From an optimization exercise on the open Yosys and OpenROAD flow, aimed at small area, a short achievable clock period and few clock cycles per item; shortcuts taken in it are not production practice. Only simulation tests tie the RTL to the original design; equivalence was not proved.

==> design/flow/design.v <==
module dot_product_sequencer #(
    parameter int unsigned ADDR_W = 10,
    parameter int unsigned LEN_W  = 10
) (
    input  logic              clk,
    input  logic              rst,
    input  logic              start,
    input  logic [LEN_W-1:0]  len,
    input  logic [ADDR_W-1:0] a_base,
    input  logic [ADDR_W-1:0] b_base,
    output logic              mem_rd,
    output logic [ADDR_W-1:0] mem_addr_a,
    output logic [ADDR_W-1:0] mem_addr_b,
    input  logic [31:0]       mem_rdata_a,
    input  logic [31:0]       mem_rdata_b,
    output logic              busy,
    output logic              done,
    output logic [31:0]       result
);
    typedef enum logic [1:0] {
        S_IDLE  = 2'd0,
        S_ISSUE = 2'd1,
        S_DRAIN = 2'd2,
        S_DONE  = 2'd3
    } state_t;
    state_t              r_state;
    state_t              w_next_state;
    logic                w_accept;
    logic [LEN_W-1:0]    r_cnt;
    logic [ADDR_W-1:0]   r_addr_a;
    logic [ADDR_W-1:0]   r_addr_b;
    logic                r_rd_q;
    logic [31:0]         r_acc;
    logic [31:0]         r_result;
    logic signed [63:0]  w_a_ext;
    logic signed [63:0]  w_b_ext;
    logic signed [63:0]  w_prod_full;
    logic [31:0]         w_prod;
    assign w_accept = start && ((r_state == S_IDLE) || (r_state == S_DONE));
    assign w_a_ext     = {{32{mem_rdata_a[31]}}, mem_rdata_a};
    assign w_b_ext     = {{32{mem_rdata_b[31]}}, mem_rdata_b};
    assign w_prod_full = w_a_ext * w_b_ext;
    assign w_prod      = 32'(w_prod_full >> 16);
    always_ff @(posedge clk) begin
        if (rst) begin
            r_state <= S_IDLE;
        end else begin
            r_state <= w_next_state;
        end
    end
    always_comb begin
        w_next_state = r_state;
        case (r_state)
            S_IDLE, S_DONE: begin
                if (w_accept) begin
                    w_next_state = (len == '0) ? S_DONE : S_ISSUE;
                end else begin
                    w_next_state = S_IDLE;
                end
            end
            S_ISSUE: begin
                if (r_cnt == '0) begin
                    w_next_state = S_DRAIN;
                end
            end
            S_DRAIN: w_next_state = S_DONE;
            default: w_next_state = S_IDLE;
        endcase
    end
    always_comb begin
        mem_rd     = 1'b0;
        mem_addr_a = '0;
        mem_addr_b = '0;
        busy       = 1'b0;
        done       = 1'b0;
        case (r_state)
            S_ISSUE: begin
                mem_rd     = 1'b1;
                mem_addr_a = r_addr_a;
                mem_addr_b = r_addr_b;
                busy       = 1'b1;
            end
            S_DRAIN: busy = 1'b1;
            S_DONE:  done = 1'b1;
            default: ;
        endcase
    end
    always_ff @(posedge clk) begin
        if (rst) begin
            r_cnt    <= '0;
            r_addr_a <= '0;
            r_addr_b <= '0;
            r_rd_q   <= 1'b0;
            r_acc    <= '0;
            r_result <= '0;
        end else begin
            r_rd_q <= (r_state == S_ISSUE);
            if (w_accept) begin
                r_cnt    <= len - LEN_W'(1);
                r_addr_a <= a_base;
                r_addr_b <= b_base;
                r_acc    <= '0;
                r_result <= '0;
            end else begin
                if (r_state == S_ISSUE) begin
                    r_cnt    <= r_cnt - LEN_W'(1);
                    r_addr_a <= r_addr_a + ADDR_W'(1);
                    r_addr_b <= r_addr_b + ADDR_W'(1);
                end
                if (r_rd_q) begin
                    r_acc <= r_acc + w_prod;
                end
                if ((r_state == S_DRAIN) && r_rd_q) begin
                    r_result <= r_acc + w_prod;
                end
            end
        end
    end
    assign result = r_result;
endmodule
==> design/flow/run.sh <==
#!/bin/bash
# synth_recipe.tcl (not shown) runs the flow's synth.tcl, then flattens the netlist and writes it again
# the make line also repeats each setting of config.mk as NAME=value (left out here)
make -C /OpenROAD-flow-scripts/flow DESIGN_CONFIG=/design/flow/config.mk WORK_HOME=/design/flow/orfs CLKGATE_MAP_FILE= SYNTH_SCRIPT=/design/flow/synth_recipe.tcl finish
==> design/flow/config.mk <==
export PLATFORM = sky130hd
export DESIGN_NAME = dot_product_sequencer
export DESIGN_NICKNAME = dot_product_sequencer
export VERILOG_FILES = /design/flow/design.v
export SDC_FILE = /design/flow/constraint.sdc
export NUM_CORES = 4
export LEC_CHECK = 0
export CAP_MARGIN = 20
export CORE_MARGIN = 2
export CORE_UTILIZATION = 40
export SLEW_MARGIN = 20
==> design/flow/constraint.sdc <==
create_clock -name core_clock -period 12.0 [get_ports {clk}]
set_input_delay 2.4000 -clock core_clock [delete_from_list [all_inputs] [get_ports {clk}]]
set_output_delay 2.4000 -clock core_clock [all_outputs]
set_load 0.01 [all_outputs]
==> results.txt <==
[logic make-up after synthesis]
| kind of cell | synth area share |
|---|---|
| buffers and inverters | 0.112 |
| xor gates and xnor gates | 0.0339 |
| DFF | 0.0564 |
| AOI/OAI and AO/OA | 0.0457 |
| and+or+nand+nor | 0.181 |
| muxes | 0.00844 |
| adders and majority gates | 0.562 |
[per-layer routing]
metal,track usage,up-vias,routed length [um]
met5,0,-,0
met1,0.309,12800,41700
met2,0.342,603,41600
met3,0.0288,75,4870
met4,0.0361,0,1490
li1,-,11300,-
[cell type report]
| class | count | area [um2] | share of cell area |
|---|---|---|---|
| inverter | 811 | 3040 | 0.0794 |
| sequential | 97 | 1940 | 0.0507 |
| multi-input combinational | 2683 | 28600 | 0.747 |
| clock inverter | 5 | 62.6 | 0.00163 |
| timing repair buffer | 285 | 2980 | 0.0778 |
| tap | 1144 | 1430 | 0.0373 |
| clock buffer | 11 | 243 | 0.00633 |
[worst paths after layout]
kind / startpoint / to / slack, ns / cells after the start
setup / recovery: mem_rdata_b[6] / r_result[30] / 0.38 / 38
hold / removal: r_result[7] / r_result[7] / 0.46 / 2
setup reg to reg: r_state[0] / r_cnt[8] / 9.06 / 11
hold reg to reg: r_result[7] / r_result[7] / 0.46 / 2
[placed cells by master (no fill, tap or decap), types with 37 or more instances in the layout]
master / n
buf_12: 37
clkdlybuf4s50_1: 150
nand2_1: 506
inv_1: 811
xor2_1: 47
buf_4: 97
ha_1: 204
dfxtp_1: 96
a211oi_1: 41
and2_1: 506
fa_1: 839
a21oi_1: 71
nor2_1: 104
xnor2_1: 86
[critical path: cells and delay by family]
| kind | cells | cell delay (ns) |
|---|---|---|
| AOI/OAI and AO/OA | 10 | 1.91 |
| xor gates and xnor gates | 2 | 0.48 |
| and+or+nand+nor | 9 | 1.51 |
| adders and majority gates | 10 | 4.51 |
| buffers and inverters | 7 | 1.04 |
[what timing repair did]
action,CTS,global route
endpoints found under the setup margin,0,6
setup buffers,0,1
gates resized for setup,0,3
[state kept, by name, summed over array words and instances, names as in the netlist]
| name | flops |
|---|---|
| r_acc | 32 |
| r_result | 32 |
| r_addr_a | 10 |
| r_addr_b | 10 |
| r_cnt | 10 |
| r_state | 2 |
| r_rd_q | 1 |
[metrics by stage]
stage	TNS (ns)	hold slack (ns)
after floorplan	0	0.459
after global placement	0	0.440
after detailed placement	-0.163	0.451
after CTS	0	0.461
after global routing	-0.000147	0.477
final	0	0.458
==> results by group <==
Run status
  • Outcome: no timing/DRC/antenna violations

Place
  • Place WS: -0.0957 ns
  • Placed Cells incl. Taps: 5019
  • Placer congestion estimate: 0.870
  • DP Area: 38000 um2
  • Post-DP HPWL: 76.9 mm
  • I/O Buffers: 151

CTS
  • Clock latency at the later pin of the worst-skew pair: 0.35 ns
  • Hold buffer count at cts: 0
  • CTS max path bufs: 2
  • H-Tree Level Count: 3
  • TritonCTS clock tree: built
  • Clk sink count: 97
  • Worst-path clk slew: 0.07 ns
  • TritonCTS Buffers: 9
  • CTS Root Cell: clkbuf_16

Finish
  • Fraction of layout cells with a size suffix above 1: 0.0439
  • Post-route cell area: 38300 um2
  • Fill cell count: 8339
  • Non-filler cells, final: 5036
  • Area delta synth->final: 11.4%
  • Nets: 5027
  • N_diodes: 0
  • Util after Layout: 0.450

Die
  • Die X: 297 um
  • I/O pin cnt: 152
  • Initial Util: 0.404
  • Vert. Die Dim: 297 um
  • Die area: 88400 um2
  • Site Rows: 107
  • Core ar.: 85100 um2

Synthesis
  • Dominant cell by count in the synthesized netlist: fa_1
  • Post-synth top area cell: fa_1
  • #FFs+latches synth: 97
  • Avg Cell Area, Syn: 9.06 um2
  • Synth cell count leaders: fa_1 (839), inv_1 (811), nand2_1 (508)
  • Cells after Synth: 3797
  • Register area share after synthesis: 0.0564
  • Synth warn: 1
  • Most common flop cell mapped by yosys: dfxtp_1
  • Yosys top cell area share: 0.488
  • Async SR Flop Fraction: 0
  • Netlist cell types: 64
  • Cell Area, Synth: 34400 um2
  • Syn nets: 4937
  • EDFF count, synth: 0
  • Largest cells by area after synthesis: fa_1 (49%), and2_1 (9.2%), inv_1 (8.8%), ha_1 (7.4%), dfxtp_1 (5.6%)

STA
  • Hold Vio Cnt, Final: 0
  • Final Max Slew Viols: 0
  • Final WS setup: 0.380 ns
  • Final worst-path cycle share: 0.968
  • Clock skew: 0.00856 ns
  • Final setup fails: 0
  • Final min period: 11.62 ns
  • Rel. slew slack: 0.441
  • Slew @ Worst Pin: 0.828 ns
  • Peak Freq: 86.1 MHz

GRT
  • Overflow after GRT: 0
  • Largest net degree at the start of global routing: 68
  • Initial antenna violation count: 0
  • First-pass GRT wire length: 149 mm
  • Vias in the first global route: 26700
  • GRT Total Usage: 0.212

Detailed routing
  • First drt pass iteration count: 7
  • Starting DRT DRC Count: 1402
  • Drt drc: 0
  • Via count: 24700
  • Post-DRT Antenna Nets: 0
  • Detailed Route WL: 89.7 mm
  • Vias per inst: 4.91
  • Avg WL per Cell: 17.8 um

Worst setup path
  • CP max-delay cell: fa_1
  • Crit-path max cell delay: 0.53 ns
  • Crit Path Class: in2reg
  • CP startpoint kind: primary input
  • CP required: 12.28 ns
  • Most frequent CP cell: fa_1
  • CP Data Arrival Time: 11.90 ns
  • Crit end category: register
  • Critical Path Fanout Max: 32

Worst hold path
  • Hold Crit Class: reg2reg

Flow run
  • Reported max-cap violation count: 0
Testbench counts, summed over its fixed seeds: cycles 7,951, items 320.

what the ideal ports hide:
In the flow no input, the clock included, has a driving cell. The finished layout below was timed again as built, in two steps.
Step 1, drivers: a clkbuf_16 drives clk and a buf_2 each remaining input, both assumed.
Step 2 moves the port delays by t, midway between the first and last clock arrival at a register: inputs arrive t later, outputs are due t later. That takes back most of the time a late clock gives input paths.
Three values: ideal ports, drivers, drivers and shift; two values: the first two.
t (ns): 0.394
slack for setup (ns): 0.380 / 0.402 / 0.009
worst setup path after step 2: input to register
worst register clock-pin slew, ns: 0.07 / 0.07
After both steps setup and hold are still met in this run. For this run, drivers alone change the setup slack by +0.022 ns; drivers and shift together by -0.371 ns.
